What follows belongs to an exercise in optimizing a design on an open flow for small area, a short achievable clock period and few clock cycles; a production flow would make more cautious choices.
Function was checked by simulation only, so behaviour that the tests miss may differ from the original.

[flow/constraint.sdc]
create_clock -name core_clock -period 220.0 [get_ports {clk_i}]
set_input_delay 44.0000 -clock core_clock [delete_from_list [all_inputs] [get_ports {clk_i}]]
set_output_delay 44.0000 -clock core_clock [all_outputs]
set_load 0.01 [all_outputs]
[flow/config.mk]
export PLATFORM = sky130hd
export DESIGN_NAME = raster_top
export DESIGN_NICKNAME = raster_top
export VERILOG_FILES = /design/flow/design.v
export SDC_FILE = /design/flow/constraint.sdc
export NUM_CORES = 8
export LEC_CHECK = 0
export ABC_AREA = 1
export ABC_CLOCK_PERIOD_IN_PS = 40000
export CAP_MARGIN = 20
export CELL_PAD_IN_SITES_DETAIL_PLACEMENT = 1
export CELL_PAD_IN_SITES_GLOBAL_PLACEMENT = 2
export CORE_MARGIN = 2
export CORE_UTILIZATION = 35
export CTS_CLUSTER_DIAMETER = 150
export CTS_CLUSTER_SIZE = 16
export GPL_ROUTABILITY_DRIVEN = 1
export SLEW_MARGIN = 20
[flow/design.v]
package raster_pkg;
    typedef logic signed [32-1:0] fix_t;
    typedef logic [$clog2(320 > 240 ? 320 : 240)-1:0] coord_t;
    typedef logic [$clog2(8 + 1)-1:0] count_t;
    typedef logic [6-1:0] addr_t;
    localparam fix_t FIX_ONE = fix_t'(1) <<< 16;
    localparam addr_t REG_CTRL     = 6'h00;
    localparam addr_t REG_STATUS   = 6'h04;
    localparam addr_t REG_V0X      = 6'h08;
    localparam addr_t REG_V0Y      = 6'h0C;
    localparam addr_t REG_V1X      = 6'h10;
    localparam addr_t REG_V1Y      = 6'h14;
    localparam addr_t REG_V2X      = 6'h18;
    localparam addr_t REG_V2Y      = 6'h1C;
    localparam addr_t REG_FRAG_POS = 6'h20;
    localparam addr_t REG_FRAG_L0  = 6'h24;
    localparam addr_t REG_FRAG_L1  = 6'h28;
    localparam addr_t REG_FRAG_L2  = 6'h2C;
    localparam addr_t REG_FRAG_POP = 6'h30;
endpackage
`timescale 1ns/1ps
module raster_top (
    input  logic                clk_i,
    input  logic                nrst_i,
    input  raster_pkg::addr_t   s_awaddr_i,
    input  logic                s_awvalid_i,
    output logic                s_awready_o,
    input  logic [31:0]         s_wdata_i,
    input  logic                s_wvalid_i,
    output logic                s_wready_o,
    output logic                s_bvalid_o,
    input  logic                s_bready_i,
    input  raster_pkg::addr_t   s_araddr_i,
    input  logic                s_arvalid_i,
    output logic                s_arready_o,
    output logic [31:0]         s_rdata_o,
    output logic                s_rvalid_o,
    input  logic                s_rready_i
);
    function automatic logic [47:0] rca48(input logic [47:0] a, input logic [47:0] b, input logic ci);
        logic c;
        c = ci;
        for (int i = 0; i < 48; i++) begin
            rca48[i] = a[i] ^ b[i] ^ c;
            c = (a[i] & b[i]) | (a[i] & c) | (b[i] & c);
        end
    endfunction
    function automatic logic [32:0] rca33(input logic [32:0] a, input logic [32:0] b, input logic ci);
        logic c;
        c = ci;
        for (int i = 0; i < 33; i++) begin
            rca33[i] = a[i] ^ b[i] ^ c;
            c = (a[i] & b[i]) | (a[i] & c) | (b[i] & c);
        end
    endfunction
    function automatic logic [31:0] rca32(input logic [31:0] a, input logic [31:0] b, input logic ci);
        logic c;
        c = ci;
        for (int i = 0; i < 32; i++) begin
            rca32[i] = a[i] ^ b[i] ^ c;
            c = (a[i] & b[i]) | (a[i] & c) | (b[i] & c);
        end
    endfunction
    function automatic logic [16:0] rca17(input logic [16:0] a, input logic [16:0] b, input logic ci);
        logic c;
        c = ci;
        for (int i = 0; i < 17; i++) begin
            rca17[i] = a[i] ^ b[i] ^ c;
            c = (a[i] & b[i]) | (a[i] & c) | (b[i] & c);
        end
    endfunction
    function automatic logic slt16(input logic [15:0] a, input logic [15:0] b);
        logic [16:0] d;
        d = rca17({a[15], a}, ~{b[15], b}, 1'b1);
        slt16 = d[16];
    endfunction
    localparam logic [31:0] ONE = 32'h0001_0000;
    logic [31:0] vx0, vy0, vx1, vy1, vx2, vy2;
    logic        bvalid_q, rvalid_q, rpend_q;
    logic [3:0]  rpaddr_q;
    logic [31:0] rdata_q;
    logic        start_q, pop_q, vwr_q;
    logic        busy_q, culled_q, fast_q, fresh_q, cdone_q, cullr_q;
    logic        walk_q, tval_q, krdy_q, tdrdy_q;
    logic [3:0]  cnt_q, skip_q;
    logic        headv_q;
    logic [5:0]  pcnt_q;
    logic        cpv_q;           
    logic [8:0]  cx_q, cy_q;
    logic [17:0] pp_q;            
    logic        ppv_q;
    logic [2:0]  qrp_q, nq_q;     
    logic [8:0]  sx_q, sy_q, hx_q, hy_q;
    logic [47:0] t0_q, t1_q, td1_q;
    logic [37:0] k1_q, k3_q;
    logic [42:0] td0_q;
    logic [31:0] hl0_q, hl1_q;
    localparam logic [4:0] Q_IDLE = 5'd0,  Q_DET1 = 5'd1,  Q_DET2 = 5'd2,  Q_CCHK = 5'd3,
                           Q_S1   = 5'd4,  Q_S2   = 5'd5,  Q_S3   = 5'd6,  Q_SCHK = 5'd7,
                           Q_E0A  = 5'd8,  Q_E0B  = 5'd9,  Q_E1A  = 5'd10, Q_E1B  = 5'd11,
                           Q_WAITR = 5'd12, Q_T0P = 5'd13, Q_T1P  = 5'd14, Q_K1P  = 5'd15,
                           Q_K3P  = 5'd16, Q_D0A  = 5'd17, Q_D0B  = 5'd18, Q_TD0P = 5'd19,
                           Q_D1A  = 5'd20, Q_D1B  = 5'd21, Q_TD1P = 5'd22, Q_DONE = 5'd23,
                           Q_POS  = 5'd24;
    logic [4:0]  seq_q;
    logic        rc_q;           
    logic        first_q;        
    logic [1:0]  chunk_q;
    logic [47:0] acc_q;
    localparam logic [1:0] D_IDLE = 2'd0, D_ITER = 2'd1, D_NEG = 2'd2, D_RDY = 2'd3;
    logic [1:0]  dst_q;
    logic [31:0] r_q;       
    logic [5:0]  dcnt_q;
    logic        dsign_q;
    logic [15:0] ix0, ix1, ix2, iy0, iy1, iy2;
    logic [15:0] ixmin, ixmax, iymin, iymax;
    logic        lx01, lx02, lx12, ly01, ly02, ly12;
    logic [8:0]  bx0, bx1, by0, by1;
    logic [16:0] xspan, yspan;
    logic        fast_c, inrange;
    assign ix0 = vx0[31:16]; assign ix1 = vx1[31:16]; assign ix2 = vx2[31:16];
    assign iy0 = vy0[31:16]; assign iy1 = vy1[31:16]; assign iy2 = vy2[31:16];
    assign lx01 = slt16(ix0, ix1); assign lx02 = slt16(ix0, ix2); assign lx12 = slt16(ix1, ix2);
    assign ly01 = slt16(iy0, iy1); assign ly02 = slt16(iy0, iy2); assign ly12 = slt16(iy1, iy2);
    assign ixmin = lx01 ? (lx02 ? ix0 : ix2) : (lx12 ? ix1 : ix2);
    assign ixmax = lx01 ? (lx12 ? ix2 : ix1) : (lx02 ? ix2 : ix0);
    assign iymin = ly01 ? (ly02 ? iy0 : iy2) : (ly12 ? iy1 : iy2);
    assign iymax = ly01 ? (ly12 ? iy2 : iy1) : (ly02 ? iy2 : iy0);
    function automatic logic [8:0] clampi(input logic [15:0] v, input logic [8:0] lm1);
        if (v[15]) clampi = 9'd0;
        else if (v > {7'd0, lm1}) clampi = lm1;
        else clampi = v[8:0];
    endfunction
    assign bx0 = clampi(ixmin, 9'd319);
    assign bx1 = clampi(ixmax, 9'd319);
    assign by0 = clampi(iymin, 9'd239);
    assign by1 = clampi(iymax, 9'd239);
    assign xspan = rca17({ixmax[15], ixmax}, ~{ixmin[15], ixmin}, 1'b1);
    assign yspan = rca17({iymax[15], iymax}, ~{iymin[15], iymin}, 1'b1);
    assign fast_c = (xspan < 17'd32) && (yspan < 17'd32) && !ixmax[15] && !iymax[15]
                    && (ixmin[15] || ixmin < 16'd320) && (iymin[15] || iymin < 16'd240);
    assign inrange = (vx0[31] == vx0[30]) && (vy0[31] == vy0[30]) && (vx1[31] == vx1[30])
                     && (vy1[31] == vy1[30]) && (vx2[31] == vx2[30]) && (vy2[31] == vy2[30]);
    logic        prod;           
    logic [3:0]  asel, bsel;
    logic [2:0]  vsel;
    logic [31:0] opa, opb;
    logic [47:0] opv;
    always_comb begin
        prod = 1'b1;
        asel = 4'd0; bsel = 4'd0; vsel = 3'd0;
        case (seq_q)
            Q_DET1: begin asel = 4'd0; bsel = 4'd0; vsel = 3'd0; end   
            Q_DET2: begin asel = 4'd1; bsel = 4'd1; vsel = 3'd4; end   
            Q_S1:   begin asel = 4'd3; bsel = 4'd4; vsel = 3'd0; end   
            Q_S2:   begin asel = 4'd4; bsel = 4'd5; vsel = 3'd4; end   
            Q_S3:   begin asel = 4'd1; bsel = 4'd6; vsel = 3'd4; end   
            Q_E0A:  begin asel = 4'd0; bsel = 4'd2; vsel = 3'd0; end   
            Q_E0B:  begin asel = 4'd1; bsel = 4'd3; vsel = 3'd4; end   
            Q_E1A:  begin asel = 4'd2; bsel = 4'd2; vsel = 3'd0; end   
            Q_E1B:  begin asel = 4'd3; bsel = 4'd3; vsel = 3'd4; end   
            Q_T0P:  begin asel = 4'd5; bsel = 4'd7; vsel = 3'd0; end   
            Q_T1P:  begin asel = 4'd6; bsel = 4'd7; vsel = 3'd0; end   
            Q_K1P:  begin asel = 4'd0; bsel = 4'd7; vsel = 3'd0; end   
            Q_K3P:  begin asel = 4'd2; bsel = 4'd7; vsel = 3'd0; end   
            Q_D0A:  begin asel = 4'd1; bsel = 4'd9; vsel = 3'd0; end   
            Q_D0B:  begin asel = 4'd0; bsel = 4'd8; vsel = 3'd4; end   
            Q_TD0P: begin asel = 4'd7; bsel = 4'd7; vsel = 3'd0; end   
            Q_D1A:  begin asel = 4'd3; bsel = 4'd9; vsel = 3'd0; end   
            Q_D1B:  begin asel = 4'd2; bsel = 4'd8; vsel = 3'd4; end   
            Q_TD1P: begin asel = 4'd8; bsel = 4'd7; vsel = 3'd0; end   
            Q_POS:  begin asel = 4'd9; bsel = wslot[0] ? 4'd10 : 4'd9; vsel = 3'd0; end   
            default: prod = 1'b0;
        endcase
    end
    logic [31:0] ap, aq;
    always_comb begin
        ap = vy1; aq = vy2;
        case (asel)
            4'd0: begin ap = vy1; aq = vy2; end    
            4'd1: begin ap = vx2; aq = vx1; end    
            4'd2: begin ap = vy2; aq = vy0; end    
            4'd3: begin ap = vx0; aq = vx2; end    
            4'd4: begin ap = vx1; aq = vx0; end    
            default: ;
        endcase
    end
    logic [31:0] adiff;
    assign adiff = rca32(ap, ~aq, 1'b1);
    always_comb begin
        case (asel)
            4'd5: opa = t0_q[47:16];
            4'd6: opa = t1_q[47:16];
            4'd7: opa = td0_q[31:0];
            4'd8: opa = td1_q[31:0];
            4'd9: opa = {14'd0, pp_q};
            default: opa = adiff;
        endcase
    end
    logic [31:0] bp, bq;
    logic        bsub;
    always_comb begin
        bp = vx0; bq = vx2; bsub = 1'b1;
        case (bsel)
            4'd0: begin bp = vx0; bq = vx2; bsub = 1'b1; end
            4'd1: begin bp = vy0; bq = vy2; bsub = 1'b1; end
            4'd2: begin bp = {7'd0, sx_q, 16'd0}; bq = vx2; bsub = 1'b1; end
            4'd3: begin bp = {7'd0, sy_q, 16'd0}; bq = vy2; bsub = 1'b1; end
            4'd4: begin bp = vy0; bq = vy2; bsub = 1'b0; end
            4'd5: begin bp = vy1; bq = vy0; bsub = 1'b0; end
            4'd6: begin bp = vy2; bq = vy1; bsub = 1'b0; end
            default: ;
        endcase
    end
    logic [31:0] bsum;
    logic [9:0]  bwd;
    assign bsum = rca32(bp, bsub ? ~bq : bq, bsub);
    assign bwd = {1'b0, bx0} - {1'b0, bx1};
    always_comb begin
        case (bsel)
            4'd7: opb = r_q;
            4'd8: opb = {{22{bwd[9]}}, bwd};
            4'd9: opb = 32'd1;
            4'd10: opb = 32'h0004_0000;
            default: opb = bsum;
        endcase
    end
    always_comb begin
        opv = (vsel != 3'd0) ? td1_q : 48'd0;
    end
    logic        nz1, nz2, nz3;
    logic [1:0]  hib, cur;
    logic [8:0]  win;
    logic        last;
    assign nz1 = !((opb[15:7] == 9'h000) || (opb[15:7] == 9'h1FF));
    assign nz2 = !((opb[23:15] == 9'h000) || (opb[23:15] == 9'h1FF));
    assign nz3 = !((opb[31:23] == 9'h000) || (opb[31:23] == 9'h1FF));
    assign hib = nz3 ? 2'd3 : nz2 ? 2'd2 : nz1 ? 2'd1 : 2'd0;
    assign cur = first_q ? hib : chunk_q;
    always_comb begin
        case (cur)
            2'd0: win = {opb[7:0], 1'b0};
            2'd1: win = opb[15:7];
            2'd2: win = opb[23:15];
            default: win = opb[31:23];
        endcase
    end
    assign last = (cur == 2'd0);
    function automatic logic [34:0] brow(input logic [31:0] a, input logic [2:0] w);
        logic one, two, neg;
        logic [33:0] mag;
        one = w[0] ^ w[1];
        two = (w[2] & !w[1] & !w[0]) | (!w[2] & w[1] & w[0]);
        neg = w[2] & !(w[1] & w[0]);
        mag = one ? {{2{a[31]}}, a} : two ? {a[31], a, 1'b0} : 34'd0;
        brow = {neg, mag ^ {34{neg}}};
    endfunction
    logic [34:0] br0, br1, br2, br3;
    logic [3:0]  negs;
    logic [47:0] rows0, r1, r2, r3;
    assign br0 = brow(opa, win[2:0]);
    assign br1 = brow(opa, win[4:2]);
    assign br2 = brow(opa, win[6:4]);
    assign br3 = brow(opa, win[8:6]);
    assign negs = {br3[34], br2[34], br1[34], br0[34]};
    assign rows0 = {br0[33] ? 15'h7FAB : 15'h7FAC, br0[32:0]};
    assign r1 = {12'd0, !br1[33], br1[32:0], 1'b0, negs[0]};
    assign r2 = {10'd0, !br2[33], br2[32:0], 1'b0, negs[1], 2'd0};
    assign r3 = {8'd0, !br3[33], br3[32:0], 1'b0, negs[2], 4'd0};
    logic [47:0] ash, vadd;
    assign ash = first_q ? {40'd0, 1'b0, negs[3], 6'd0} : {acc_q[39:0], 1'b0, negs[3], 6'd0};
    assign vadd = last ? opv : 48'd0;
    logic [47:0] s1a, c1a, s1b, c1b, s2, c2, s3, c3, acc_n;
    always_comb begin
        s1a = rows0 ^ r1 ^ r2;
        c1a = ((rows0 & r1) | (rows0 & r2) | (r1 & r2)) << 1;
        s1b = r3 ^ ash ^ vadd;
        c1b = ((r3 & ash) | (r3 & vadd) | (ash & vadd)) << 1;
        s2 = s1a ^ c1a ^ s1b;
        c2 = ((s1a & c1a) | (s1a & s1b) | (c1a & s1b)) << 1;
        s3 = s2 ^ c2 ^ c1b;
        c3 = ((s2 & c2) | (s2 & c1b) | (c2 & c1b)) << 1;
    end
    assign acc_n = rca48(s3, c3, 1'b0);
    logic pdone;                 
    assign pdone = prod && last;
    logic [47:0] acc_tr;         
    assign acc_tr = {acc_n[47:16], 16'd0};
    logic [31:0] det;
    assign det = acc_q[47:16];
    logic [32:0] dx, dy, ddiff;
    always_comb begin
        dx = 33'd0; dy = {1'b0, r_q};
        if (seq_q == Q_CCHK) begin dx = 33'd0; dy = {det[31], det}; end
        else if (dst_q == D_ITER) begin dx = {1'b0, k3_q[31:0]}; dy = {1'b0, k1_q[31:0]}; end
    end
    assign ddiff = rca33(dx, ~dy, 1'b1);
    logic [31:0] adet;
    assign adet = det[31] ? ddiff[31:0] : det;
    logic [4:0]  dp;
    logic [15:0] h16; logic [7:0] h8; logic [3:0] h4; logic [1:0] h2;
    assign dp[4] = |adet[31:16]; assign h16 = dp[4] ? adet[31:16] : adet[15:0];
    assign dp[3] = |h16[15:8];   assign h8 = dp[3] ? h16[15:8] : h16[7:0];
    assign dp[2] = |h8[7:4];     assign h4 = dp[2] ? h8[7:4] : h8[3:0];
    assign dp[1] = |h4[3:2];     assign h2 = dp[1] ? h4[3:2] : h4[1:0];
    assign dp[0] = h2[1];
    logic amb, cull_fast;
    assign amb = (det == 32'h0000_0000) || (det == 32'hFFFF_FFFF) || (det == 32'hFFFF_FFFE)
                 || (det == 32'hFFFF_FFFD) || (det == 32'h8000_0000) || (det == 32'h7FFF_FFFF)
                 || (det == 32'h7FFF_FFFE) || (det == 32'h7FFF_FFFD);
    assign cull_fast = !ddiff[31];
    logic [31:0] l0, l1, l2;
    logic        cov, at_xend, at_end, evalp, move_ok, isnew, full, proc, park, adv, inc;
    logic [3:0]  cnt_e, cnt_n, skip_d;
    logic        hv_e, cap_h, rewind;
    logic [4:0]  rel, rel_n;
    assign l0 = t0_q[47:16];
    assign l1 = t1_q[47:16];
    assign l2 = rca32(l0, l1, 1'b0);
    assign cov = !l0[31] && !l1[31] && (l2[31] ? ((l2[30:17] != 14'd0) || (l2[16] && (l2[15:0] != 16'd0)))
                                               : ((l2[30:17] == 14'd0) && (!l2[16] || (l2[15:0] == 16'd0))));
    assign at_xend = (sx_q == bx1);
    assign at_end = at_xend && (sy_q == by1);
    assign evalp = walk_q && tval_q && (krdy_q || !fast_q);
    assign move_ok = at_end || !fast_q || !at_xend || tdrdy_q;
    assign cnt_e = cnt_q - {3'd0, pop_q};
    assign hv_e = headv_q && !pop_q;
    assign isnew = cov && (skip_q == 4'd0);
    assign full = isnew && (cnt_e == 4'd8);
    assign rel = {1'b0, cnt_e} - {1'b0, skip_q};
    assign proc = evalp && !full;
    assign park = cov && (rel == 5'd1) && hv_e && (pcnt_q != 6'd63);
    assign adv = proc && !park && move_ok;
    assign inc = proc && isnew;
    assign cap_h = proc && cov && (rel == 5'd0) && !hv_e;
    assign cnt_n = cnt_e + {3'd0, inc};
    assign skip_d = skip_q + {3'd0, inc} - {3'd0, adv && cov};
    assign rel_n = {1'b0, cnt_n} - {1'b0, skip_d};
    logic        push, at_c, rw_fast, rw_slow, qtake, pcancel;
    logic [2:0]  wslot, qnext;
    logic [3:0]  wsum;
    logic [17:0] qold;
    assign push = !fast_q && inc && (rel != 5'd0) && (rel != 5'd1);
    assign at_c = proc && cov && (rel == 5'd1);
    assign wsum = {1'b0, qrp_q} + {1'b0, nq_q};
    assign wslot = (wsum >= 4'd6) ? wsum[2:0] - 3'd6 : wsum[2:0];
    assign qnext = (qrp_q == 3'd5) ? 3'd0 : qrp_q + 3'd1;
    always_comb begin
        case (qrp_q)
            3'd0: qold = k1_q[17:0];
            3'd1: qold = k1_q[35:18];
            3'd2: qold = k3_q[17:0];
            3'd3: qold = k3_q[35:18];
            3'd4: qold = td0_q[17:0];
            default: qold = td0_q[35:18];
        endcase
    end
    assign qtake = pop_q && !fast_q && (nq_q != 3'd0);                
    assign pcancel = pop_q && !fast_q && (nq_q == 3'd0) && ppv_q;      
    assign rw_fast = fast_q && pop_q && headv_q && !cap_h && !rel_n[4] && (rel_n != 5'd0);
    assign rw_slow = !fast_q && pop_q && !cap_h && (cnt_n != 4'd0);
    assign rewind = rw_fast || rw_slow;
    logic        tstep;
    logic [47:0] t0_step, t1_step;
    assign tstep = adv && !at_end && fast_q;
    assign t0_step = rca48(t0_q, !tstep ? 48'd0 : at_xend ? {{5{td0_q[42]}}, td0_q} : {{10{k1_q[37]}}, k1_q}, 1'b0);
    assign t1_step = rca48(t1_q, !tstep ? 48'd0 : at_xend ? td1_q : {{10{k3_q[37]}}, k3_q}, 1'b0);
    logic wr, rd, head_wait;
    logic [31:0] rmux, fmux;
    logic [3:0]  ra;
    logic arbsy_q, awrdy_q, arrdy_q;
    assign s_awready_o = awrdy_q;
    assign s_wready_o = awrdy_q;
    assign s_arready_o = arrdy_q;
    assign s_bvalid_o = bvalid_q;
    assign s_rvalid_o = rvalid_q;
    assign s_rdata_o = rdata_q;
    assign wr = s_awvalid_i && s_wvalid_i && awrdy_q;
    assign rd = s_arvalid_i && arrdy_q;
    assign head_wait = (cnt_q != 4'd0) && !headv_q;
    logic [31:0] hl2;
    assign hl2 = rca32(~hl0_q, ~hl1_q, 1'b1) + 32'h0001_0001;
    logic [31:0] pos;
    assign pos = {(cnt_q != 4'd0), 6'd0, hy_q, 7'd0, hx_q};
    always_comb begin
        case (rpaddr_q)
            4'd2: fmux = vx0;
            4'd3: fmux = vy0;
            4'd4: fmux = vx1;
            4'd5: fmux = vy1;
            4'd6: fmux = vx2;
            4'd7: fmux = vy2;
            4'd8: fmux = pos;
            4'd9: fmux = hl0_q;
            4'd10: fmux = hl1_q;
            default: fmux = hl2;
        endcase
    end
    assign ra = s_araddr_i[5:2];
    always_comb begin
        if (ra[3]) begin
            if (ra[2]) rmux = 32'd0;
            else case (ra[1:0])
                2'd0: rmux = pos;
                2'd1: rmux = hl0_q;
                2'd2: rmux = hl1_q;
                default: rmux = hl2;
            endcase
        end else rmux = (ra[2:0] == 3'd1) ? {20'd0, cnt_q, 6'd0, culled_q, busy_q} : 32'd0;
    end
    logic pwait, rslow;
    assign pwait = (rpaddr_q[3:2] == 2'b10) && head_wait;
    assign rslow = (!ra[3] && (ra[2] || ra[1])) || (ra[3:2] == 2'b10 && head_wait);
    always_ff @(posedge clk_i or negedge nrst_i) begin
        if (!nrst_i) begin
            bvalid_q <= 1'b0;
            rvalid_q <= 1'b0;
            arbsy_q <= 1'b0;
            awrdy_q <= 1'b0;
            arrdy_q <= 1'b0;
            rpend_q <= 1'b0;
            start_q <= 1'b0;
            pop_q <= 1'b0;
            vwr_q <= 1'b0;
        end else begin
            if (wr) bvalid_q <= 1'b1;
            else if (s_bready_i) bvalid_q <= 1'b0;
            awrdy_q <= !(wr || (bvalid_q && !s_bready_i));
            arrdy_q <= !(rd || (arbsy_q && !(!rpend_q && rvalid_q && s_rready_i)));
            start_q <= wr && (s_awaddr_i[5:2] == 4'd0) && s_wdata_i[0];
            pop_q <= wr && (s_awaddr_i[5:2] == 4'd12) && (cnt_q != 4'd0);
            vwr_q <= wr && !s_awaddr_i[5] && (s_awaddr_i[4] || s_awaddr_i[3]);
            if (rd) begin
                arbsy_q <= 1'b1;
                if (rslow) rpend_q <= 1'b1;
                else rvalid_q <= 1'b1;
            end else if (rpend_q) begin
                if (!pwait) begin
                    rpend_q <= 1'b0;
                    rvalid_q <= 1'b1;
                end
            end else if (rvalid_q && s_rready_i) begin
                rvalid_q <= 1'b0;
                arbsy_q <= 1'b0;
            end
        end
    end
    always_ff @(posedge clk_i) begin
        if (!arbsy_q) begin
            rdata_q <= rmux;
            rpaddr_q <= ra;
        end else if (rpend_q && !pwait) rdata_q <= fmux;
        if (wr) begin
            case (s_awaddr_i[5:2])
                4'd2: vx0 <= s_wdata_i;
                4'd3: vy0 <= s_wdata_i;
                4'd4: vx1 <= s_wdata_i;
                4'd5: vy1 <= s_wdata_i;
                4'd6: vx2 <= s_wdata_i;
                4'd7: vy2 <= s_wdata_i;
                default: ;
            endcase
        end
    end
    logic go, restart, cull_now, cull_ev;
    assign go = start_q && !busy_q;
    assign restart = vwr_q || (go && !fresh_q);
    assign cull_ev = ((seq_q == Q_CCHK) && inrange && !amb) || (seq_q == Q_SCHK);
    assign cull_now = (seq_q == Q_CCHK) ? cull_fast : !acc_q[47];
    always_ff @(posedge clk_i or negedge nrst_i) begin
        if (!nrst_i) begin
            busy_q <= 1'b0;
            culled_q <= 1'b0;
            fast_q <= 1'b0;
            fresh_q <= 1'b0;
            cdone_q <= 1'b0;
            cullr_q <= 1'b0;
            walk_q <= 1'b0;
            tval_q <= 1'b0;
            krdy_q <= 1'b0;
            tdrdy_q <= 1'b0;
            cnt_q <= 4'd0;
            skip_q <= 4'd0;
            headv_q <= 1'b0;
            pcnt_q <= 6'd0;
            cpv_q <= 1'b0;
            ppv_q <= 1'b0;
            qrp_q <= 3'd0;
            nq_q <= 3'd0;
            seq_q <= Q_IDLE;
            rc_q <= 1'b0;
            first_q <= 1'b1;
            chunk_q <= 2'd0;
            dst_q <= D_IDLE;
        end else begin
            if (prod) begin
                if (last) first_q <= 1'b1;
                else begin
                    first_q <= 1'b0;
                    chunk_q <= cur - 2'd1;
                end
            end
            case (seq_q)
                Q_DET2: if (pdone) seq_q <= Q_CCHK;
                Q_CCHK: begin
                    if (!inrange || amb) seq_q <= Q_S1;
                    else seq_q <= cull_fast ? Q_IDLE : Q_E0A;
                    if (adet[31:16] == 16'd0) fast_q <= 1'b0;
                end
                Q_S3: if (pdone) seq_q <= Q_SCHK;
                Q_SCHK: seq_q <= cull_now ? Q_IDLE : Q_E0A;
                Q_E1B: if (pdone) seq_q <= (dst_q == D_RDY || rc_q) ? Q_T0P : Q_WAITR;
                Q_WAITR: if (dst_q == D_RDY) seq_q <= Q_T0P;
                Q_T1P: if (pdone) begin
                    tval_q <= 1'b1;
                    seq_q <= !fast_q ? Q_DONE : rc_q ? Q_D1A : Q_K1P;
                end
                Q_K3P: if (pdone) begin
                    krdy_q <= 1'b1;
                    seq_q <= Q_D0A;
                end
                Q_TD1P: if (pdone) begin
                    tdrdy_q <= 1'b1;
                    seq_q <= Q_DONE;
                end
                Q_POS: if (pdone) seq_q <= Q_DONE;
                Q_DONE: if (ppv_q && !pcancel) seq_q <= Q_POS;
                else if (walk_q && !tval_q && !rewind) begin
                    seq_q <= Q_E0A;
                    rc_q <= 1'b1;
                    if (fast_q) tdrdy_q <= 1'b0;
                end
                Q_IDLE: ;
                default: if (pdone) seq_q <= seq_q + 5'd1;
            endcase
            if ((rewind && rc_q && seq_q != Q_IDLE && seq_q != Q_POS) || (pcancel && seq_q == Q_POS)) begin
                seq_q <= Q_DONE;
                first_q <= 1'b1;
            end
            if (cull_ev) begin
                cdone_q <= 1'b1;
                cullr_q <= cull_now;
            end
            case (dst_q)
                D_IDLE: if (seq_q == Q_CCHK) dst_q <= (det == 32'd0) ? D_RDY : D_ITER;
                D_ITER: if (dcnt_q == 6'd1) dst_q <= D_NEG;
                D_NEG: dst_q <= D_RDY;
                default: ;
            endcase
            cnt_q <= cnt_n;
            if (cap_h) headv_q <= 1'b1;
            else if (pop_q) headv_q <= 1'b0;
            if (evalp && park) begin
                if (pcnt_q != 6'd63) pcnt_q <= pcnt_q + 6'd1;
            end else pcnt_q <= 6'd0;
            if (at_c) cpv_q <= 1'b1;
            else if (pop_q) cpv_q <= qtake || pcancel;
            if (push) ppv_q <= 1'b1;
            else if (pcancel || (seq_q == Q_POS && pdone)) ppv_q <= 1'b0;
            if (qtake) qrp_q <= qnext;
            if (qtake && !(seq_q == Q_POS && pdone)) nq_q <= nq_q - 3'd1;
            else if (!qtake && seq_q == Q_POS && pdone) nq_q <= nq_q + 3'd1;
            if (rewind) begin
                skip_q <= cpv_q ? cnt_n : cnt_n + 4'd1;
                walk_q <= 1'b1;
                tval_q <= 1'b0;        
            end else begin
                skip_q <= skip_d;
                if (adv) begin
                    if (at_end) begin
                        walk_q <= 1'b0;
                        if (skip_d == 4'd0) busy_q <= 1'b0;
                    end else if (!fast_q) tval_q <= 1'b0;
                end
            end
            if (busy_q && cull_ev && cull_now) begin
                busy_q <= 1'b0;
                culled_q <= 1'b1;
                walk_q <= 1'b0;
            end
            if (restart) begin
                seq_q <= Q_DET1;
                rc_q <= 1'b0;
                first_q <= 1'b1;
                dst_q <= D_IDLE;
                tval_q <= 1'b0;
                krdy_q <= 1'b0;
                tdrdy_q <= 1'b0;
                cdone_q <= 1'b0;
                fast_q <= fast_c;
                fresh_q <= 1'b1;
                walk_q <= 1'b0;
            end
            if (go) begin
                fresh_q <= 1'b0;
                cnt_q <= 4'd0;
                skip_q <= 4'd0;
                cpv_q <= 1'b0;
                ppv_q <= 1'b0;
                qrp_q <= 3'd0;
                nq_q <= 3'd0;
                headv_q <= 1'b0;
                if (fresh_q && ((cdone_q && cullr_q) || (cull_ev && cull_now))) begin
                    busy_q <= 1'b0;
                    culled_q <= 1'b1;
                    walk_q <= 1'b0;
                end else begin
                    busy_q <= 1'b1;
                    culled_q <= 1'b0;
                    walk_q <= 1'b1;
                end
            end
        end
    end
    always_ff @(posedge clk_i) begin
        acc_q <= acc_n;         
        t0_q <= (pdone && (seq_q == Q_E0B || seq_q == Q_T0P)) ? acc_n : t0_step;
        t1_q <= (pdone && (seq_q == Q_E1B || seq_q == Q_T1P)) ? acc_n : t1_step;
    end
    always_ff @(posedge clk_i) begin
        if (restart) begin
            sx_q <= bx0;
            sy_q <= by0;
        end else begin
            if (at_c) begin
                cx_q <= sx_q;
                cy_q <= sy_q;
            end else if (qtake) begin
                cx_q <= qold[17:9];
                cy_q <= qold[8:0];
            end else if (pcancel) begin
                cx_q <= pp_q[17:9];
                cy_q <= pp_q[8:0];
            end
            if (push) pp_q <= {sx_q, sy_q};
            if (seq_q == Q_POS && pdone) begin
                case (wslot)
                    3'd0: k1_q[17:0] <= acc_n[17:0];
                    3'd1: k1_q[35:18] <= acc_n[35:18];
                    3'd2: k3_q[17:0] <= acc_n[17:0];
                    3'd3: k3_q[35:18] <= acc_n[35:18];
                    3'd4: td0_q[17:0] <= acc_n[17:0];
                    default: td0_q[35:18] <= acc_n[35:18];
                endcase
            end
            if (rewind) begin
                sx_q <= cpv_q ? cx_q : hx_q;
                sy_q <= cpv_q ? cy_q : hy_q;
            end else begin
                if (adv && !at_end) begin
                    if (at_xend) begin
                        sx_q <= bx0;
                        sy_q <= sy_q + 9'd1;
                    end else sx_q <= sx_q + 9'd1;
                end
            end
            if (pdone) begin
                case (seq_q)
                    Q_DET1, Q_S1, Q_S2, Q_E0A, Q_E1A: td1_q <= acc_tr;
                    Q_D0A, Q_D1A, Q_D1B, Q_TD1P: td1_q <= acc_n;
                    Q_D0B, Q_TD0P: td0_q <= acc_n[42:0];
                    Q_K1P: k1_q <= acc_n[37:0];
                    Q_K3P: k3_q <= acc_n[37:0];
                    default: ;
                endcase
            end
            if (cap_h) begin
                hx_q <= sx_q; hy_q <= sy_q;
                hl0_q <= l0; hl1_q <= l1;
            end
            if (seq_q == Q_CCHK) begin
                k1_q[31:0] <= adet;
                k3_q[31:0] <= 32'd1 << dp;
                dcnt_q <= 6'd33 - {1'b0, dp};
                dsign_q <= det[31];
                r_q <= 32'd0;
            end else if (dst_q == D_ITER) begin
                k3_q[31:0] <= (ddiff[32] ? k3_q[31:0] : ddiff[31:0]) << 1;
                r_q <= {r_q[30:0], !ddiff[32]};
                dcnt_q <= dcnt_q - 6'd1;
            end else if (dst_q == D_NEG) begin
                if (dsign_q) r_q <= ddiff[31:0];
            end
        end
    end
endmodule
[flow/flow/run.sh]
#!/bin/bash
# Own flow: the standard layout (standard.sh, unchanged synthesis) with
# two changes: port buffers are buf_2 instead of the default delay buffer,
# and the timing repair steps improve every path whose slack is below the
# margin, so the paths from the inputs and to the outputs get sized too.
set -o pipefail
export BUFFER_PORTS_ARGS="-buffer_cell sky130_fd_sc_hd__buf_2"
export SETUP_SLACK_MARGIN=175.2
bash standard.sh > standard.log 2>&1
[flow/standard.sh]
#!/bin/bash
# synth_recipe.tcl (not shown) runs the flow's synth.tcl, then flattens the netlist and writes it again
# the make line also repeats each setting of config.mk as NAME=value (left out here)
make -C /OpenROAD-flow-scripts/flow DESIGN_CONFIG=/design/flow/config.mk WORK_HOME=/design/flow/orfs CLKGATE_MAP_FILE= SYNTH_SCRIPT=/design/flow/synth_recipe.tcl "${@:-finish}"
==> results.yml, run 1 <==
status:
  run_status: "no timing/DRC/antenna violations"
synth:
  synth_cell_types: 76
  synth-edff-count: 570
  syn_area_um2: 61100
  async_flop_share: 0.06910
  syn_nets: 7876
  synth-seq-area-share: 0.3490
  yosys.area.top_type: "edfxtp_1"
  synth_area_leaders: "edfxtp_1 (28%), fa_1 (15%), nand2_1 (7.7%), inv_1 (6.7%), o21ai_0 (5.9%)"
  synthCells: 7274
  ys.flop_type: "edfxtp_1"
  syn-mean-instance-area_um2: 8.400
  yosys_warnings: 1
  synth-seq-cells: 767
  synth_top_area_share: 0.2801
run:
  drv_cap: 0
setup_path:
  crit_arrival_ps: 1310
  r2r_cells: 139
  path_depth: 1
  r2r-end: "t0_q[47]$_DFF_P_"
  rrSetupSlack_ps: 177040
  slowest_delay_ps: 440
  path_class: "reg -> out"
  start_kind: "register"
  cp_cell_sequence: "buf_6"
  cp.required_ps: 176000
  startpoint: "awrdy_q$_DFF_PN0_"
  worst_r2r_startpoint: "seq_q[0]$_DFFE_PN0P_"
  crit_slowest_cell: "dfrtp_2"
  worstSetupEndpoint: "s_awready_o"
  critPathTopFamily: "flip-flops"
  crit_path_end_kind: "primary output"
  cp_num_buf_inv: 1
  crit_fanout: 3
finish:
  fill_cells: 20610
  drive_gt1_frac: 0.07524
  nets: 7841
  area_growth_pct: 9.436
place:
  port_buffers: 83
  hpwl_um: 266200
  place.gp.congestion: 0.9904
  dp_slack_ps: 173420
sta:
  rsz0062_at_grt: "true"
  worst_slack_ps: 174690
  tns_ps: 0
  period_needed_ps: 45310
  slew_violations: 0
  finalCritPeriodShare: 0.2060
  setup_viol: 0
  relSlewSlack: 0.1928
  holdWs_ps: 470.9
  max_clock_freq_mhz: 22.07
  finalHoldViolCount: 0
  worst_pin_slew_ps: 1211
  finClkSkew_ps: 57.20
routing:
  ant_nets: 0
  wire_per_inst_um: 35.57
  drtIter0Drc: 6099
  dr_total_vias: 57740
  wl_um: 342300
  viasPerCell: 6.000
  drc: 0
  first_pass_iters: 6
min_path:
  hp-start: "pcnt_q[0]$_DFFE_PN0P_"
  min_path_type: "reg -> reg"
global_route:
  grt_pass1_vias: 57660
  antenna_found_initial: 36
  grt_first_pass_wirelength_um: 472600
  overflow: 0
  grt_max_degree: 96
  grt_util_all_layers: 0.3770
clock_network:
  clk_latency_ps: 770
  clock_path_buffers: 3
  clk_pin_slew_ps: 80
  cts.sinks: 767
  cts_made_buffers: 54
  root_buffer: "clkbuf_16"
  cts_tree: "done"
  htreeDepth: 2
  cts_hold_buf: 0
floorplanning:
  start_util: 0.3519
  fp.dieArea_um2: 177900
  io_pins: 88
  core.rowCount: 153
  core_um2: 173600
  fp.dieH_um: 421.8
  die_w_um: 421.8
## logic make-up (layout without fill, tap and decap cells)
| family | after synthesis | in the layout | share of synthesized area |
|---|---|---|---|
| and+or+nand+nor | 2151 | 2152 | 0.1461 |
| AOI/OAI and AO/OA | 2040 | 2040 | 0.2057 |
| buffers and inverters | 1525 | 1533 | 0.09587 |
| DFF | 767 | 767 | 0.3490 |
| adders and majority gates | 552 | 552 | 0.1688 |
| xor gates and xnor gates | 233 | 233 | 0.03352 |
| muxes | 6 | 6 | 0.001003 |
| other | 0 | 15 | 0 |
## worst reg2reg max path: cells and delay by family (launching register included)
family	cells	cell delay, ps
compound gates	7	2470
xor+xnor	7	1340
fa+ha+maj	80	31670
buf+inv	27	3410
flops	1	460
simple gates	18	3540
## routing by layer
layer / track usage / vias to the layer above / routed length (µm)
met5: 0 / - / 259
met4: 0.2308 / 38 / 25220
met3: 0.06771 / 647 / 24900
met2: 0.5982 / 2387 / 155600
met1: 0.4773 / 29840 / 136300
li1: - / 24830 / -
## registers in the layout, summed over array words and instances (netlist names), 18 cells and up
register,count
vx0,32
vx1,32
hl0_q,32
t1_q,48
hl1_q,32
k1_q,38
vy2,32
k3_q,38
t0_q,48
vy0,32
td0_q,43
td1_q,48
vx2,32
vy1,32
pp_q,18
r_q,32
acc_q,48
rdata_q,32
## cells in the mapped netlist, types with 57 or more instances
cell type,count
nand2_1,1250
inv_1,1098
o21ai_0,715
edfxtp_1,570
nor2_1,480
fa_1,454
clkbuf_1,296
o22ai_1,271
a21oi_1,248
nand3_1,221
o21ai_1,157
xor2_1,157
dfxtp_1,144
a221oi_1,115
o211ai_1,108
a22oi_1,105
ha_1,97
xnor2_1,75
o221ai_1,71
a211oi_1,57
## worst min path at each step
stage / end / slack (ps) / depth (start not counted)
after detailed placement: pcnt_q[0]$_DFFE_PN0P_ / 460 / 1
after CTS: pcnt_q[0]$_DFFE_PN0P_ / 470 / 1
after global placement: pcnt_q[0]$_DFFE_PN0P_ / 450 / 1
after global routing: pcnt_q[0]$_DFFE_PN0P_ / 520 / 1
final: pcnt_q[0]$_DFFE_PN0P_ / 470 / 1
after floorplan: pcnt_q[0]$_DFFE_PN0P_ / 430 / 1
## cell type report
| cell class | count | area, µm² | share of cell area |
|---|---|---|---|
| Multi-Input combinational cell | 4983 | 34540 | 0.5166 |
| Antenna cell | 15 | 37.54 | 0.0005613 |
| Clock buffer | 95 | 1526 | 0.02283 |
| Timing Repair inverter | 1 | 8.758 | 0.0001310 |
| Sequential cell | 767 | 21330 | 0.3190 |
| Tap cell | 2325 | 2909 | 0.04350 |
| Clock inverter | 5 | 33.78 | 0.0005052 |
| Timing Repair Buffer | 292 | 2123 | 0.03175 |
| Inverter | 1140 | 4358 | 0.06517 |
## through the flow
stage / cells / area [µm²] / utilization
floorplan: 7274 / 61590 / -
global placement: 9475 / 64720 / 0.3727
detailed placement: 9476 / 64730 / 0.3728
CTS: 9590 / 66630 / 0.3837
global route: 9609 / 66830 / 0.3849
finish: 9623 / 66870 / 0.3851
## layout by cell type (no fill, tap or decap), drive strengths merged, types with 47 or more instances in the layout
cell / synthesis / routed
o22ai: 271 / 271
xor2: 158 / 158
inv: 1128 / 1128
a221oi: 115 / 115
nor2: 492 / 493
a211oi: 57 / 57
dfxtp: 144 / 144
clkbuf: 297 / 96
buf: 88 / 290
xnor2: 75 / 75
a21oi: 251 / 251
edfxtp: 570 / 570
nand2: 1268 / 1268
fa: 454 / 454
nand4: 56 / 56
o221ai: 71 / 71
nand3: 221 / 221
o21ai: 875 / 875
a22oi: 106 / 106
o211ai: 108 / 108
o2111ai: 56 / 56
dfrtp: 52 / 52
nor3: 47 / 47
ha: 97 / 97
## timing repair
item	CTS	global route
cloned	2	1
pin swaps	4	4
buffers inserted	12	14
setup endpoints to repair	233	143
resized for setup	37	17
Testbench counts, summed over its fixed seeds: cycles 33,684.
==> inputs of run 2 (changes only) <==
--- a/flow/flow/run.sh
+++ b/flow/flow/run.sh
@@ -6,4 +6,5 @@
 set -o pipefail
 export BUFFER_PORTS_ARGS="-buffer_cell sky130_fd_sc_hd__buf_2"
-export SETUP_SLACK_MARGIN=175.2
+export SETUP_SLACK_MARGIN=175.0
+export MATCH_CELL_FOOTPRINT=0
 bash standard.sh > standard.log 2>&1
==> run 2 against run 1 <==
Synthesized cell count unchanged; die area unchanged; final cell count shrank 0.18%; non-clock buffer count fell by 18; largest cell class unchanged; highest routed layer unchanged.
==> results.yml, run 2 <==
routing:
  viasPerCell: 5.984
  wire_per_inst_um: 35.40
  dr_total_vias: 57480
  first_pass_iters: 6
  drtIter0Drc: 5790
  ant_nets: 0
  wl_um: 340000
  drc: 0
setup_path:
  crit_fanout: 3
  path_class: "reg -> out"
  crit_arrival_ps: 1350
  cp_cell_sequence: "buf_2"
  crit_path_end_kind: "primary output"
  start_kind: "register"
  cp.required_ps: 176000
  critPathTopFamily: "flip-flops"
  cp_num_buf_inv: 1
  slowest_delay_ps: 430
  crit_slowest_cell: "dfrtp_1"
synth:
  yosysMostFrequentCell: "nand2_1"
  synth_cell_types: 76
  syn_area_um2: 61100
  synth-edff-count: 570
  syn_nets: 7876
  synth_xor_area_frac: 0.03352
  synthMuxAreaShare: 0.001003
  synth-seq-area-share: 0.3490
  yosys.area.top_type: "edfxtp_1"
  synth_top_family_by_area: "compound AO/OA/AOI/OAI gates"
  ys_top_cells_by_count: "nand2_1 (1,250), inv_1 (1,098), o21ai_0 (715)"
  synth_compound_area_frac: 0.2057
  synth_top_area_share: 0.2801
  synthCells: 7274
  synthSimpleGateAreaFrac: 0.1461
  syn-mean-instance-area_um2: 8.400
  ys.flop_type: "edfxtp_1"
  synth-seq-cells: 767
  yosys_warnings: 1
  async_flop_share: 0.06910
  synth_area_leaders: "edfxtp_1 (28%), fa_1 (15%), nand2_1 (7.7%), inv_1 (6.7%), o21ai_0 (5.9%)"
  synthAdderAreaFrac: 0.1688
finish:
  area_growth_pct: 8.963
  drive_gt1_frac: 0.07006
  final_util: 0.3835
  layout_commonest_cell: "nand2_1"
  stdcell_count: 9606
  layout_common_cells: "nand2_1 (1,245), inv_1 (1,086), o21ai_0 (697), edfxtp_1 (570), nor2_1 (463)"
  nets: 7821
global_route:
  antenna_found_initial: 34
  grt_first_pass_wirelength_um: 470000
  grt_pass1_vias: 57570
  overflow: 0
  grt_util_all_layers: 0.3752
  grt_max_degree: 96
sta:
  tns_ps: 0
  max_clock_freq_mhz: 22.05
  holdWs_ps: 478.6
  slew_violations: 0
  relSlewSlack: 0.1664
  setup_viol: 0
  worst_pin_slew_ps: 1247
  finalHoldViolCount: 0
  period_needed_ps: 45350
  finalCritPeriodShare: 0.2061
  rsz0062_at_grt: "true"
  finClkSkew_ps: 50.55
min_path:
  min_path_type: "reg -> reg"
floorplanning:
  fp.dieArea_um2: 177900
  core.rowCount: 153
  die_w_um: 421.8
  fp.dieH_um: 421.8
  start_util: 0.3519
  io_pins: 88
  core_um2: 173600
clock_network:
  clk_pin_slew_ps: 80
  root_buffer: "clkbuf_16"
  clock_path_buffers: 3
  cts_made_buffers: 54
  clk_latency_ps: 770
  htreeDepth: 2
  cts.sinks: 767
  cts_hold_buf: 0
  cts_tree: "done"
place:
  place.gp.congestion: 0.9797
  port_buffers: 83
  hpwl_um: 266300
  placed_cells: 9480
status:
  run_status: "no timing/DRC/antenna violations"
run:
  drv_cap: 0
-- run 2: final cells by class --
class                           count  area (µm²)
Antenna cell                       16       40.04
Clock buffer                       97        1534
Clock inverter                      5       77.57
Fill cell                       20570      107100
Inverter                         1140        4333
Multi-Input combinational cell   4982       34430
Sequential cell                   767       21330
Tap cell                         2325        2909
Timing Repair Buffer              274        1932
-- run 2: per-stage QoR --
step	setup WS, ps	cell area [µm²]
after floorplan	174290	61390
after detailed placement	173270	64640
after global placement	173250	64630
after global routing	174630	66540
after CTS	174600	66480
final	174650	66580
-- run 2: timing repair --
item	4_1_cts	5_1_grt
setup buffers	6	1
resized for setup	31	10
pin swaps	4	3
setup endpoints to repair	67	133
gates cloned	1	0
-- run 2: final timing paths --
check	slack, ps	endpoint	cells past startpoint	start
setup / recovery	174650	s_wready_o	1	awrdy_q$_DFF_PN0_
hold / removal	480	pcnt_q[0]$_DFFE_PN0P_	1	pcnt_q[0]$_DFFE_PN0P_
setup reg to reg	176600	t0_q[47]$_DFF_P_	147	seq_q[0]$_DFFE_PN0P_
hold reg to reg	480	pcnt_q[0]$_DFFE_PN0P_	1	pcnt_q[0]$_DFFE_PN0P_
max in group asynchronous	176030	rpend_q$_DFFE_PN0P_	1	nrst_i
min in group asynchronous	43350	seq_q[2]$_DFFE_PN0P_	1	nrst_i
-- run 2: metal layers --
| metal | routed length [µm] | vias up | track usage |
|---|---|---|---|
| li1 | - | 24790 | - |
| met1 | 136100 | 29610 | 0.4735 |
| met2 | 155100 | 2395 | 0.6018 |
| met3 | 22370 | 663 | 0.05737 |
| met4 | 26220 | 30 | 0.2360 |
| met5 | 193 | - | 0 |
-- run 2: cell families (layout without fill, tap and decap cells) --
family | after synthesis | count (layout)
multiplexers | 6 | 6
XOR/XNOR | 233 | 233
buffers and inverters | 1525 | 1516
flip-flops | 767 | 767
adder cells (fa/ha/maj) | 552 | 552
AND/OR/NAND/NOR | 2151 | 2151
AO/OA/AOI/OAI | 2040 | 2040
other | 0 | 16
==> inputs of run 3 (changes only) <==
--- a/flow/flow/run.sh
+++ b/flow/flow/run.sh
@@ -6,5 +6,5 @@
 set -o pipefail
 export BUFFER_PORTS_ARGS="-buffer_cell sky130_fd_sc_hd__buf_2"
-export SETUP_SLACK_MARGIN=175.0
+export SETUP_SLACK_MARGIN=174.6
 export MATCH_CELL_FOOTPRINT=0
 bash standard.sh > standard.log 2>&1
==> run 3 against run 2 <==
Fmax fell by 0.54%; highest routed layer unchanged; global-route usage grew 0.27 points; sequential share of layout area rose by 0.15 points; critical endpoint is now s_rdata_o[18].
==> results.yml, run 3 <==
finish:
  nets: 7812
  drive_gt1_frac: 0.06464
  area_growth_pct: 8.457
  fill_cells: 20540
  register_area_um2: 21330
  multi_input_area_um2: 34290
  layout_commonest_cell: "nand2_1"
  layout_common_cells: "nand2_1 (1,246), inv_1 (1,089), o21ai_0 (708), edfxtp_1 (570), nor2_1 (466)"
setup_path:
  start_kind: "register"
  rrSetupSlack_ps: 176700
  r2r_cells: 144
  critPathTopFamily: "flip-flops"
  slowest_delay_ps: 620
  cp_num_buf_inv: 1
  path_class: "reg -> out"
  cp_cell_sequence: "buf_2"
  r2r-end: "t0_q[47]$_DFF_P_"
  crit_slowest_cell: "edfxtp_1"
  crit_arrival_ps: 1600
  crit_path_end_kind: "primary output"
  cp.required_ps: 176000
  worst_r2r_startpoint: "seq_q[0]$_DFFE_PN0P_"
  crit_fanout: 1
place:
  hpwl_um: 267500
  port_buffers: 83
  place.gp.congestion: 1.001
  dp_slack_ps: 172560
sta:
  finClkSkew_ps: 42.02
  setup_viol: 0
  tns_ps: 0
  holdWs_ps: 469.4
  max_clock_freq_mhz: 21.93
  worst_pin_slew_ps: 1323
  rsz0062_at_grt: "true"
  slew_violations: 0
  worst_slack_ps: 174410
  relSlewSlack: 0.09525
  finalCritPeriodShare: 0.2073
  period_needed_ps: 45600
  finalHoldViolCount: 0
synth:
  synth-seq-area-share: 0.3490
  synth-edff-count: 570
  yosysMostFrequentCell: "nand2_1"
  synthCells: 7274
  synthSimpleGateAreaFrac: 0.1461
  syn_area_um2: 61100
  ys.flop_type: "edfxtp_1"
  syn-mean-instance-area_um2: 8.400
  synth_xor_area_frac: 0.03352
  synth_top_area_share: 0.2801
  synthAdderAreaFrac: 0.1688
  synth_area_leaders: "edfxtp_1 (28%), fa_1 (15%), nand2_1 (7.7%), inv_1 (6.7%), o21ai_0 (5.9%)"
  yosys.area.top_type: "edfxtp_1"
  synthMuxAreaShare: 0.001003
  synth_compound_area_frac: 0.2057
  synth_top_family_by_area: "compound AO/OA/AOI/OAI gates"
  synth-seq-cells: 767
  synth_cell_types: 76
  ys_top_cells_by_count: "nand2_1 (1,250), inv_1 (1,098), o21ai_0 (715)"
  syn_nets: 7876
  async_flop_share: 0.06910
  yosys_warnings: 1
clock_network:
  cts_tree: "done"
  htreeDepth: 2
  clock_path_buffers: 3
  cts.sinks: 767
  clk_pin_slew_ps: 80
  cts_made_buffers: 54
  clk_latency_ps: 760
  root_buffer: "clkbuf_16"
global_route:
  grt_util_all_layers: 0.3779
  grt_first_pass_wirelength_um: 473600
  grt_max_degree: 96
  overflow: 0
  grt_pass1_vias: 57550
  antenna_found_initial: 44
min_path:
  min_path_type: "reg -> reg"
  hold_path_depth: 1
  worstHoldEndpoint: "pcnt_q[0]$_DFFE_PN0P_"
  hp-start: "pcnt_q[0]$_DFFE_PN0P_"
routing:
  ant_nets: 0
  viasPerCell: 6.019
  first_pass_iters: 6
  dr_total_vias: 57730
  drtIter0Drc: 6052
  drc: 0
  wl_um: 342400
  wire_per_inst_um: 35.70
status:
  run_status: "no timing/DRC/antenna violations"
run:
  drv_cap: 0
floorplanning:
  start_util: 0.3519
  core_um2: 173600
  core.rowCount: 153
  fp.dieH_um: 421.8
  die_w_um: 421.8
  io_pins: 88
  fp.dieArea_um2: 177900
## run 3: what timing repair did
| action | in CTS | in global routing |
|---|---|---|
| hold endpoints to repair | 0 | 0 |
| pin swaps | 1 | 1 |
| resized for setup | 26 | 4 |
| hold buffers | 0 | 0 |
| setup buffers | 2 | 1 |
| cloned | 1 | 0 |
| setup endpoints to repair | 35 | 16 |
## run 3: worst max path at each step
stage / start / to / slack (ps) / depth (start not counted)
2_1_floorplan: s_awaddr_i[2] / vy0[0]$_DFFE_PP_ / 174290 / 2
3_3_place_gp: s_araddr_i[5] / rdata_q[26]$_DFFE_PP_ / 172610 / 7
3_5_place_dp: s_araddr_i[5] / rdata_q[26]$_DFFE_PP_ / 172560 / 7
4_1_cts: rdata_q[19]$_DFFE_PP_ / s_rdata_o[19] / 174320 / 1
5_1_grt: rdata_q[19]$_DFFE_PP_ / s_rdata_o[19] / 174400 / 1
6_report: rdata_q[18]$_DFFE_PP_ / s_rdata_o[18] / 174410 / 1
## run 3: stage by stage
step,std cells,instance area (µm²),util
3_3_place_gp,9472,64440,0.3712
2_1_floorplan,7274,61190,-
3_5_place_dp,9474,64460,0.3713
5_1_grt,9581,66250,0.3815
6_report,9591,66270,0.3817
4_1_cts,9579,66180,0.3812
## run 3: cells by family after synthesis
kind of cell / after synthesis
buffers and inverters: 1525
and+or+nand+nor: 2151
xor gates and xnor gates: 233
DFF: 767
AOI/OAI and AO/OA: 2040
muxes: 6
adders and majority gates: 552
## run 3: final cells by class
cell class / instances / area share
sequential: 767 / 0.3218
timing repair buffer: 264 / 0.02781
inverter: 1140 / 0.06497
clock buffer: 97 / 0.02298
clock inverter: 5 / 0.0007741
tap: 2325 / 0.04390
multi-input combinational: 4983 / 0.5174
antenna: 10 / 0.0003776
## run 3: routing by layer
| layer | GRT usage | part of all wire | up-vias |
|---|---|---|---|
| met5 | 0 | 0.00067 | - |
| met4 | 0.2317 | 0.074 | 36 |
| met3 | 0.06328 | 0.069 | 638 |
| met2 | 0.6025 | 0.46 | 2367 |
| met1 | 0.4789 | 0.40 | 29950 |
| li1 | - | - | 24740 |
==> inputs of run 4 (changes only) <==
--- a/flow/flow/run.sh
+++ b/flow/flow/run.sh
@@ -7,4 +7,3 @@
 export BUFFER_PORTS_ARGS="-buffer_cell sky130_fd_sc_hd__buf_2"
 export SETUP_SLACK_MARGIN=174.6
-export MATCH_CELL_FOOTPRINT=0
 bash standard.sh > standard.log 2>&1
==> run 4 against run 3 <==
Via count stayed put; global-route usage did not move; final cell count is the same; critical endpoint unchanged; fmax did not move; clock skew stayed put; wire length stayed put; non-clock buffer count stayed put; clock-buffer cell count did not move; setup slack stayed put; hold slack unchanged.
==> results.yml, run 4 <==
place:
  hpwl_um: 267500
  port_buffers: 83
  place.gp.congestion: 1.001
  placed_cells: 9474
sta:
  finalHoldViolCount: 0
  rsz0062_at_grt: "true"
  tns_ps: 0
  finClkSkew_ps: 42.02
  relSlewSlack: 0.09525
  worst_pin_slew_ps: 1323
  period_needed_ps: 45600
  setup_viol: 0
  slew_violations: 0
  finalCritPeriodShare: 0.2073
  max_clock_freq_mhz: 21.93
finish:
  area_growth_pct: 8.457
  stdcell_count: 9591
  layout_commonest_cell: "nand2_1"
  nets: 7812
  layout_common_cells: "nand2_1 (1,246), inv_1 (1,089), o21ai_0 (708), edfxtp_1 (570), nor2_1 (466)"
  drive_gt1_frac: 0.06464
global_route:
  grt_first_pass_wirelength_um: 473600
  antenna_found_initial: 44
  grt_max_degree: 96
  overflow: 0
  grt_pass1_vias: 57550
  grt_util_all_layers: 0.3779
routing:
  wl_um: 342400
  wire_per_inst_um: 35.70
  first_pass_iters: 6
  drc: 0
  viasPerCell: 6.019
  dr_total_vias: 57730
  drtIter0Drc: 6052
  ant_nets: 0
floorplanning:
  fp.dieH_um: 421.8
  core.rowCount: 153
  core_um2: 173600
  fp.dieArea_um2: 177900
  die_w_um: 421.8
  io_pins: 88
  start_util: 0.3519
synth:
  synth-seq-cells: 767
  syn_nets: 7876
  synth-edff-count: 570
  ys_top_cells_by_count: "nand2_1 (1,250), inv_1 (1,098), o21ai_0 (715)"
  yosys.area.top_type: "edfxtp_1"
  ys.flop_type: "edfxtp_1"
  synth-seq-area-share: 0.3490
  yosys_warnings: 1
  synth_area_leaders: "edfxtp_1 (28%), fa_1 (15%), nand2_1 (7.7%), inv_1 (6.7%), o21ai_0 (5.9%)"
  syn_area_um2: 61100
  synth_top_area_share: 0.2801
  yosysMostFrequentCell: "nand2_1"
  synth_cell_types: 76
  async_flop_share: 0.06910
  syn-mean-instance-area_um2: 8.400
  synthCells: 7274
setup_path:
  crit_slowest_cell: "edfxtp_1"
  path_class: "reg -> out"
  crit_fanout: 1
  r2r-end: "t0_q[47]$_DFF_P_"
  start_kind: "register"
  worst_r2r_startpoint: "seq_q[0]$_DFFE_PN0P_"
  cp_num_buf_inv: 1
  slowest_delay_ps: 620
  r2r_cells: 144
  cp_cell_sequence: "buf_2"
  cp.required_ps: 176000
  crit_path_end_kind: "primary output"
  critPathTopFamily: "flip-flops"
  crit_arrival_ps: 1600
  rrSetupSlack_ps: 176700
clock_network:
  cts_tree: "done"
  clock_path_buffers: 3
  root_buffer: "clkbuf_16"
  clk_latency_ps: 760
  cts_made_buffers: 54
  cts.sinks: 767
  htreeDepth: 2
  clk_pin_slew_ps: 80
min_path:
  min_path_type: "reg -> reg"
  hp-start: "pcnt_q[0]$_DFFE_PN0P_"
  hold_path_depth: 1
  worstHoldEndpoint: "pcnt_q[0]$_DFFE_PN0P_"
run:
  drv_cap: 0
status:
  run_status: "no timing/DRC/antenna violations"
==> run 4: cell type report <==
type                    instances  area, µm²
inverters                    1140       4305
multi-input cells            4983      34290
clock buffers                  97       1523
repair buffers                264       1843
diodes                         10      25.02
flip-flops and latches        767      21330
fillers                     20540     107400
well taps                    2325       2909
clock inverters                 5      51.30
==> run 4: timing repair <==
action / 4_1_cts / 5_1_grt
gates resized for setup: 26 / 4
endpoints found under the setup margin: 35 / 16
buffers inserted: 2 / 1
pin swaps: 1 / 1
cloned: 1 / 0
hold buffers: 0 / 0
==> run 4: layer usage <==
layer  wire (µm)  vias to the layer above  track usage
met1      137200                    29950       0.4789
met3       23520                      638      0.06328
li1            -                    24740            -
met4       25490                       36       0.2317
met2      155900                     2367       0.6025
met5         231                        -            0
==> run 4: cells by family after synthesis <==
group                      synth area share
adders and majority gates            0.1688
buffers and inverters               0.09587
muxes                              0.001003
and+or+nand+nor                      0.1461
xor gates and xnor gates            0.03352
DFF                                  0.3490
AOI/OAI and AO/OA                    0.2057
==> run 4: stage by stage <==
stage	hold slack, ps	setup WS (ps)	area, µm²	utilization
floorplan	432.9	174290	61190	-
global placement	452.3	172610	64440	0.3712
detailed placement	462.4	172560	64460	0.3713
CTS	472.9	174320	66180	0.3812
global route	491.6	174400	66250	0.3815
finish	469.4	174410	66270	0.3817
==> run 4: worst max-delay path by stage <==
stage	from	end	slack [ps]	depth (start not counted)
detailed placement	s_araddr_i[5]	rdata_q[26]$_DFFE_PP_	172560	7
finish	rdata_q[18]$_DFFE_PP_	s_rdata_o[18]	174410	1
floorplan	s_awaddr_i[2]	vy0[0]$_DFFE_PP_	174290	2
CTS	rdata_q[19]$_DFFE_PP_	s_rdata_o[19]	174320	1
global route	rdata_q[19]$_DFFE_PP_	s_rdata_o[19]	174400	1
global placement	s_araddr_i[5]	rdata_q[26]$_DFFE_PP_	172610	7

port drivers added, routing unchanged:
The flow's constraints put no driver on any port. The routed layouts listed below were extracted and timed again, unchanged, in two steps. Step 1, drivers: a clkbuf_16 drives clk_i and a buf_2 each remaining input, both assumed. Step 2 moves the port delays by t, midway between the first and last clock arrival at a register: inputs arrive t later, outputs are due t later. That takes back most of the time a late clock gives input paths. Three values: ideal, step 1, step 2; two values: the first two.
run	shift t [ns]	setup slack, ns	worst setup path after step 2	pins driven straight from the clock port
run 1	0.838	174.688 / 174.593 / 174.396	input to register	1
run 2	0.838	174.651 / 174.558 / 174.261	input to register	1
run 3	0.833	174.405 / 174.312 / 173.925	input to register	1
run 4	0.833	174.405 / 174.312 / 173.925	input to register	1
After both steps setup and hold are still met in every run listed.
